This is an optimization exercise on Yosys and OpenROAD, whose aim is small area, not a production implementation.
Function was checked by simulation only, so behaviour that the tests miss may differ from the original.
No activity file was given, so power comes from the tool's default toggle rates.

[constraint.sdc]
create_clock -name core_clock -period 10.0 [get_ports {CLK_40M}]
set_input_delay 2.0000 -clock core_clock [delete_from_list [all_inputs] [get_ports {CLK_40M}]]
set_output_delay 2.0000 -clock core_clock [all_outputs]
set_load 0.01 [all_outputs]
[config.mk]
export PLATFORM = sky130hd
export DESIGN_NAME = ttl_pattern_gen
export DESIGN_NICKNAME = ttl_pattern_gen
export VERILOG_FILES = /design/flow/design.v
export SDC_FILE = /design/flow/constraint.sdc
export NUM_CORES = 4
export LEC_CHECK = 0
export CAP_MARGIN = 20
export CORE_MARGIN = 2
export CORE_UTILIZATION = 40
export SLEW_MARGIN = 20
[run.sh]
#!/bin/bash
# synth_recipe.tcl (not shown) runs the flow's synth.tcl, then flattens the netlist and writes it again
# the make line also repeats each setting of config.mk as NAME=value (left out here)
make -C /OpenROAD-flow-scripts/flow DESIGN_CONFIG=/design/flow/config.mk WORK_HOME=/design/flow/orfs CLKGATE_MAP_FILE= SYNTH_SCRIPT=/design/flow/synth_recipe.tcl finish
[design.v]
module ttl_pattern_gen #(
   parameter int CH_NUM  = 8,
   parameter int CNT_W   = 16,
   parameter int BURST_W = 8,
   parameter int LB_DLY  = 4
) (
   input  logic              CLK_40M,
   input  logic              RST,
   input  logic              CFG_WE,
   input  logic [3:0]        CFG_CH,
   input  logic [1:0]        CFG_ADDR,
   input  logic [CNT_W-1:0]  CFG_DATA,
   input  logic              START,
   input  logic              STOP,
   output logic [CH_NUM-1:0] OUT,
   output logic [CH_NUM-1:0] BUSY,
   output logic              DONE,
   input  logic [CH_NUM-1:0] RX,
   output logic [15:0]       ERR_CNT
);
   typedef enum logic [1:0] {ST_IDLE, ST_DELAY, ST_HIGH, ST_LOW} state_t;
   logic [CNT_W-1:0]   per_sh_q [CH_NUM];
   logic [CNT_W-1:0]   per_sh_d [CH_NUM];
   logic [CNT_W-1:0]   wid_sh_q [CH_NUM];
   logic [CNT_W-1:0]   wid_sh_d [CH_NUM];
   logic [CNT_W-1:0]   dly_sh_q [CH_NUM];
   logic [CNT_W-1:0]   dly_sh_d [CH_NUM];
   logic [BURST_W-1:0] bur_sh_q [CH_NUM];
   logic [BURST_W-1:0] bur_sh_d [CH_NUM];
   logic [CNT_W-1:0]   per_q  [CH_NUM];
   logic [CNT_W-1:0]   per_d  [CH_NUM];
   logic [CNT_W-1:0]   wid_q  [CH_NUM];
   logic [CNT_W-1:0]   wid_d  [CH_NUM];
   logic [BURST_W-1:0] bur_q  [CH_NUM];
   logic [BURST_W-1:0] bur_d  [CH_NUM];
   logic [BURST_W-1:0] brem_q [CH_NUM];
   logic [BURST_W-1:0] brem_d [CH_NUM];
   logic [CNT_W-1:0]   cnt_q  [CH_NUM];
   logic [CNT_W-1:0]   cnt_d  [CH_NUM];
   state_t             state_q [CH_NUM];
   state_t             state_d [CH_NUM];
   logic [CH_NUM-1:0]  out_q, out_d;
   logic [CH_NUM-1:0]  busy_q, busy_d;
   logic               done_q, done_d;
   function automatic logic [CNT_W-1:0] clamp_width(input logic [CNT_W-1:0] p,
                                                    input logic [CNT_W-1:0] w);
      if (w >= p) clamp_width = p - CNT_W'(1);
      else clamp_width = w;
   endfunction
   function automatic state_t period_state(input logic [CNT_W-1:0] w);
      period_state = (w != '0) ? ST_HIGH : ST_LOW;
   endfunction
   function automatic logic [CNT_W-1:0] period_cnt(input logic [CNT_W-1:0] p,
                                                   input logic [CNT_W-1:0] w);
      period_cnt = (w != '0) ? (w - CNT_W'(1)) : (p - CNT_W'(1));
   endfunction
   always_comb begin
      for (int i = 0; i < CH_NUM; i++) begin
         per_sh_d[i] = per_sh_q[i];
         wid_sh_d[i] = wid_sh_q[i];
         dly_sh_d[i] = dly_sh_q[i];
         bur_sh_d[i] = bur_sh_q[i];
         per_d[i]    = per_q[i];
         wid_d[i]    = wid_q[i];
         bur_d[i]    = bur_q[i];
         brem_d[i]   = brem_q[i];
         cnt_d[i]    = cnt_q[i];
         state_d[i]  = state_q[i];
         if (CFG_WE && (int'(CFG_CH) == i)) begin
            case (CFG_ADDR)
               2'd0:    per_sh_d[i] = CFG_DATA;
               2'd1:    wid_sh_d[i] = CFG_DATA;
               2'd2:    bur_sh_d[i] = CFG_DATA[BURST_W-1:0];
               default: dly_sh_d[i] = CFG_DATA;
            endcase
         end
         if (STOP) begin
            state_d[i] = ST_IDLE;
            cnt_d[i]   = '0;
            brem_d[i]  = '0;
         end else if (START) begin
            per_d[i]  = per_sh_q[i];
            wid_d[i]  = clamp_width(per_sh_q[i], wid_sh_q[i]);
            bur_d[i]  = bur_sh_q[i];
            brem_d[i] = bur_sh_q[i];
            if (per_sh_q[i] == '0) begin
               state_d[i] = ST_IDLE;
               cnt_d[i]   = '0;
            end else if (dly_sh_q[i] != '0) begin
               state_d[i] = ST_DELAY;
               cnt_d[i]   = dly_sh_q[i] - CNT_W'(1);
            end else begin
               state_d[i] = period_state(wid_d[i]);
               cnt_d[i]   = period_cnt(per_sh_q[i], wid_d[i]);
            end
         end else begin
            case (state_q[i])
               ST_DELAY: begin
                  if (cnt_q[i] == '0) begin
                     state_d[i] = period_state(wid_q[i]);
                     cnt_d[i]   = period_cnt(per_q[i], wid_q[i]);
                  end else begin
                     cnt_d[i] = cnt_q[i] - CNT_W'(1);
                  end
               end
               ST_HIGH: begin
                  if (cnt_q[i] == '0) begin
                     state_d[i] = ST_LOW;
                     cnt_d[i]   = per_q[i] - wid_q[i] - CNT_W'(1);
                  end else begin
                     cnt_d[i] = cnt_q[i] - CNT_W'(1);
                  end
               end
               ST_LOW: begin
                  if (cnt_q[i] == '0) begin
                     if ((bur_q[i] != '0) && (brem_q[i] == BURST_W'(1))) begin
                        state_d[i] = ST_IDLE;
                        brem_d[i]  = '0;
                     end else begin
                        if (bur_q[i] != '0) brem_d[i] = brem_q[i] - BURST_W'(1);
                        state_d[i] = period_state(wid_q[i]);
                        cnt_d[i]   = period_cnt(per_q[i], wid_q[i]);
                     end
                  end else begin
                     cnt_d[i] = cnt_q[i] - CNT_W'(1);
                  end
               end
               default: ;
            endcase
         end
         out_d[i]  = (state_d[i] == ST_HIGH);
         busy_d[i] = (state_d[i] != ST_IDLE);
      end
      done_d = (|busy_q) && !(|busy_d) && !STOP && !START;
   end
   always_ff @(posedge CLK_40M or posedge RST) begin
      if (RST) begin
         for (int i = 0; i < CH_NUM; i++) begin
            per_sh_q[i] <= '0;
            wid_sh_q[i] <= '0;
            dly_sh_q[i] <= '0;
            bur_sh_q[i] <= '0;
            per_q[i]    <= '0;
            wid_q[i]    <= '0;
            bur_q[i]    <= '0;
            brem_q[i]   <= '0;
            cnt_q[i]    <= '0;
            state_q[i]  <= ST_IDLE;
         end
         out_q  <= '0;
         busy_q <= '0;
         done_q <= 1'b0;
      end else begin
         for (int i = 0; i < CH_NUM; i++) begin
            per_sh_q[i] <= per_sh_d[i];
            wid_sh_q[i] <= wid_sh_d[i];
            dly_sh_q[i] <= dly_sh_d[i];
            bur_sh_q[i] <= bur_sh_d[i];
            per_q[i]    <= per_d[i];
            wid_q[i]    <= wid_d[i];
            bur_q[i]    <= bur_d[i];
            brem_q[i]   <= brem_d[i];
            cnt_q[i]    <= cnt_d[i];
            state_q[i]  <= state_d[i];
         end
         out_q    <= out_d;
         busy_q   <= busy_d;
         done_q   <= done_d;
      end
   end
   assign OUT  = out_q;
   assign BUSY = busy_q;
   assign DONE = done_q;
   logic [CH_NUM-1:0] pipe_q [LB_DLY];
   logic [CH_NUM-1:0] pipe_d [LB_DLY];
   logic [CH_NUM-1:0] mis;
   logic [15:0]       err_q, err_d;
   function automatic logic [15:0] sat_add(input logic [15:0] a, input logic [4:0] b);
      logic [16:0] s;
      s = {1'b0, a} + {12'd0, b};
      sat_add = s[16] ? 16'hFFFF : s[15:0];
   endfunction
   function automatic logic [4:0] popcnt(input logic [CH_NUM-1:0] v);
      logic [4:0] n;
      n = '0;
      for (int i = 0; i < CH_NUM; i++) n = n + 5'(v[i]);
      popcnt = n;
   endfunction
   always_comb begin
      pipe_d[0] = out_q;
      for (int k = 1; k < LB_DLY; k++) pipe_d[k] = pipe_q[k-1];
      mis   = (RX ^ pipe_q[LB_DLY-1]) & busy_q;
      err_d = START ? 16'h0000 : sat_add(err_q, popcnt(mis));
   end
   always_ff @(posedge CLK_40M or posedge RST) begin
      if (RST) begin
         for (int k = 0; k < LB_DLY; k++) pipe_q[k] <= '0;
         err_q <= '0;
      end else begin
         for (int k = 0; k < LB_DLY; k++) pipe_q[k] <= pipe_d[k];
         err_q  <= err_d;
      end
   end
   assign ERR_CNT = err_q;
endmodule
==> summary.txt <==
Detailed routing
  – Post-DRT Antenna Nets: 0
  – WL/cell: 22.0 um
  – DR WL met2: 108 mm
  – Detailed Route WL: 237 mm
  – Initial DRT Pass Iterations: 6
  – Total via count in the routed design: 64.9k
  – Met1 wire length: 108 mm
  – DR DRC count: 0
  – Max Used Layer: met4
  – Met3 routed WL: 13.7 mm
  – Post-DR vias/cell: 6.02
  – Initial DRC Count: 6264

Place
  – Post-DP HPWL: 170 mm
  – Port bufs: 67
  – Placed Cells: 10.5k
  – GP Congestion: 0.962

Synthesis
  – Top cells by area, synth: dfrtp_1 36%, mux2_2 6.7%, o21ai_0 5.6%
  – Average cell area after synthesis: 8.54 um2
  – Number of flops mapped to enable cells by yosys: 0
  – Synth top cells by count: 1041 x dfrtp_1, 1000 x nand2_1, 811 x o21ai_0, 617 x nor2_1, 564 x a21oi_1
  – Yosys top cell by area: dfrtp_1
  – Top_reg_cell synth: dfrtp_1
  – Share of the synthesized area in the top cell type: 36.2%
  – Cells after Synth: 8413
  – Register area share after synthesis: 36.2%
  – Synth cell types: 110
  – Synth async-reset ratio: 100%
  – Count leader, synth: dfrtp_1
  – Yosys warnings: 23
  – FF+latch count, synth: 1041
  – Post-Syn Nets: 8773
  – Post-Synthesis Cell Area: 0.0719 mm2

Finish
  – Area Overhead vs Synth: 10.2%
  – Fin nets: 8673
  – Layout cells sized above 1: 10.4%
  – Fin util: 44.4%
  – Post-route insts no fill: 10.8k

Global route
  – Antenna violations before repair: 11
  – Gr usage total: 25.2%
  – Largest net degree at the start of global routing: 167
  – Vias in the first global route: 61.4k
  – Total grt overflow: 0
  – First-pass GRT wire length: 369 mm

Min path
  – Worst hold path class: reg2reg
  – Worst Min Path Start: pipe_q[2][0]$_DFF_PP0_
  – Hold path cells: 0

Floorplanning
  – # rows: 155
  – Initial Util: 40.3%
  – Ports: 68
  – Die width: 428 um
  – Die Height: 428 um
  – Die ar.: 0.183 mm2
  – Core area: 0.178 mm2

Worst setup path
  – Crit Path Max Fanout: 13
  – Start point of the critical path: RX[0]
  – R2R depth: 18
  – R2R Path Start: per_sh_q[1][2]$_DFFE_PP0P_
  – CP Capture Type: flop
  – CP Class: in2reg
  – WP data arrival: 6.64 ns
  – Type of origin of the critical path: input port
  – Worst EP required: 10.66 ns

Clocking
  – Clock-pin slew on the worst setup and hold paths: 0.06 ns
  – CTS Buf Count: 121
  – Sink Count: 1041
  – H-tree depth: 3
  – Hold buffer count at cts: 0
  – Longest Clk Path Bufs: 3
  – Setup bufs post-CTS: 0
  – CTS tree: built
  – Worst skew pair latency: 0.80 ns
  – Post_cts resized: 0
  – Root Buffer: clkbuf_16

STA
  – Unrepaired setup endpoints after global routing: no
  – Max-slew headroom: 22.7%
  – Highest clock rate: 167 MHz
  – Min Clock Period, post-route: 5.99 ns
  – Final Slew Violations: 0
  – Final Cycle Share: 59.9%
  – Final hold violations: 0
  – Setup violators final: 0
  – Skew final: 0.0546 ns
  – Slew @ Worst Pin: 1.16 ns

Power
  – Maximum vdd drop: 0.165 mV
  – Static leakage: 0.0339 uW
  – Power per standard cell area: 239 mW/mm2

Run status
  – Status: complete, no violations

Flow run
  – Max-cap violations: 0
==> layout by cell type (no fill, tap or decap), drive strengths merged, types with 150 or more instances in the layout <==
cell / instances
a21oi: 565
clkbuf: 150
dfrtp: 1041
ha: 312
inv: 399
mux2: 429
nand2: 1000
nand3: 181
nor2: 618
nor3: 317
nor4: 165
o21ai: 818
xnor2: 326
xor2: 187
==> logic make-up (layout without fill, tap and decap cells) <==
family / Yosys count / in the layout / synth area share [%]
compound gates: 2325 / 2325 / 20.0
xor+xnor: 513 / 513 / 6.26
fa+ha+maj: 325 / 325 / 5.79
buf+inv: 782 / 788 / 4.21
flops: 1041 / 1041 / 36.2
mux: 506 / 506 / 7.80
other cells: 0 / 2 / 0
simple gates: 2921 / 2921 / 19.6
==> metal layers <==
metal  vias up  GRT usage (%)
li1      30500              -
met1     31900           35.3
met3       398           3.00
met2      2140           40.4
met4         0           8.46
met5         -              0
==> worst paths after layout <==
check / slack (ns) / to
min reg2reg: 0.34 / pipe_q[3][0]$_DFF_PP0_
min: 0.34 / pipe_q[3][0]$_DFF_PP0_
max reg2reg: 4.19 / cnt_q[1][14]$_DFFE_PP0P_
max in group asynchronous: 6.60 / per_sh_q[3][4]$_DFFE_PP0P_
max: 4.01 / err_q[2]$_DFF_PP0_
min in group asynchronous: 1.52 / wid_q[4][4]$_DFFE_PP0P_
==> where the power goes <==
part           leakage, uW  internal (uW)  switching (uW)
combinational       0.0182           3100            4970
sequential          0.0137           4950            1060
clock              0.00209           2820            2010
total               0.0339          10900            8030
==> sequential cells by signal, indices dropped and copies added, names as in the netlist, 32 cells and up <==
signal,flops
bur_q,64
wid_q,128
wid_sh_q,128
per_q,128
bur_sh_q,64
dly_sh_q,128
brem_q,64
pipe_q,32
per_sh_q,128
cnt_q,128
==> stage by stage <==
stage / TNS, ns / setup slack, ns / power, uW / hold WS, ns / area, um2
after CTS: 0 / 3.98 / 18900 / 0.339 / 79200
after global routing: 0 / 3.65 / 20200 / 0.347 / 79200
after floorplan: -6612.14 / -6.35 / 11700 / 0.331 / 71900
final: 0 / 4.01 / 18900 / 0.341 / 79200
after global placement: 0 / 3.11 / 13900 / 0.332 / 74800
after detailed placement: 0 / 3.12 / 14000 / 0.335 / 74800
==> final cells by class <==
class / instances / area (um2)
Multi-Input combinational cell: 6590 / 42900
Timing Repair Buffer: 165 / 1440
Clock inverter: 79 / 1110
Fill cell: 17500 / 99200
Antenna cell: 2 / 5.00
Sequential cell: 1041 / 26100
Tap cell: 2355 / 2950
Clock buffer: 150 / 3270
Inverter: 394 / 1480
==> worst max-delay path: stages <==
cell and delay (ns):
clkdlybuf4s50_1 0.47, xor2_1 0.14, buf_4 0.19, nand2_1 0.10
fa_1 0.57, fa_1 0.45, fa_1 0.54, inv_1 0.05
fa_1 0.46, fa_1 0.43, a21o_1 0.17, a21oi_1 0.21
nand2b_1 0.26, or3_1 0.44, a21oi_1 0.13

static timing again, ports no longer ideal:
The flow's constraints put no driver on any port. The routed layout listed below was extracted and timed again, unchanged, in two steps.
Step 1: set_driving_cell puts a clkbuf_16 on CLK_40M and a buf_2 on each other input, an assumption about the parent block.
Step 2 times the ports against the registers' clock, not the clock port: input delays grow and output delays shrink by t, the midpoint of the rising clock arrivals with the driver on.
a / b / c = ideal / step 1 / step 2; a / b = the first two.
shift t [ns]: 0.851
setup slack, ns: 4.014 / 4.063 / 3.212
worst setup path at the end: input to register
worst register clock-pin slew, ns: 0.07 / 0.07
worst slew at a driven data input, ns: 0.12
After both steps setup and hold are still met in this run. The setup slack of this run moves by +0.049 ns with the drivers and by -0.802 ns with both steps.
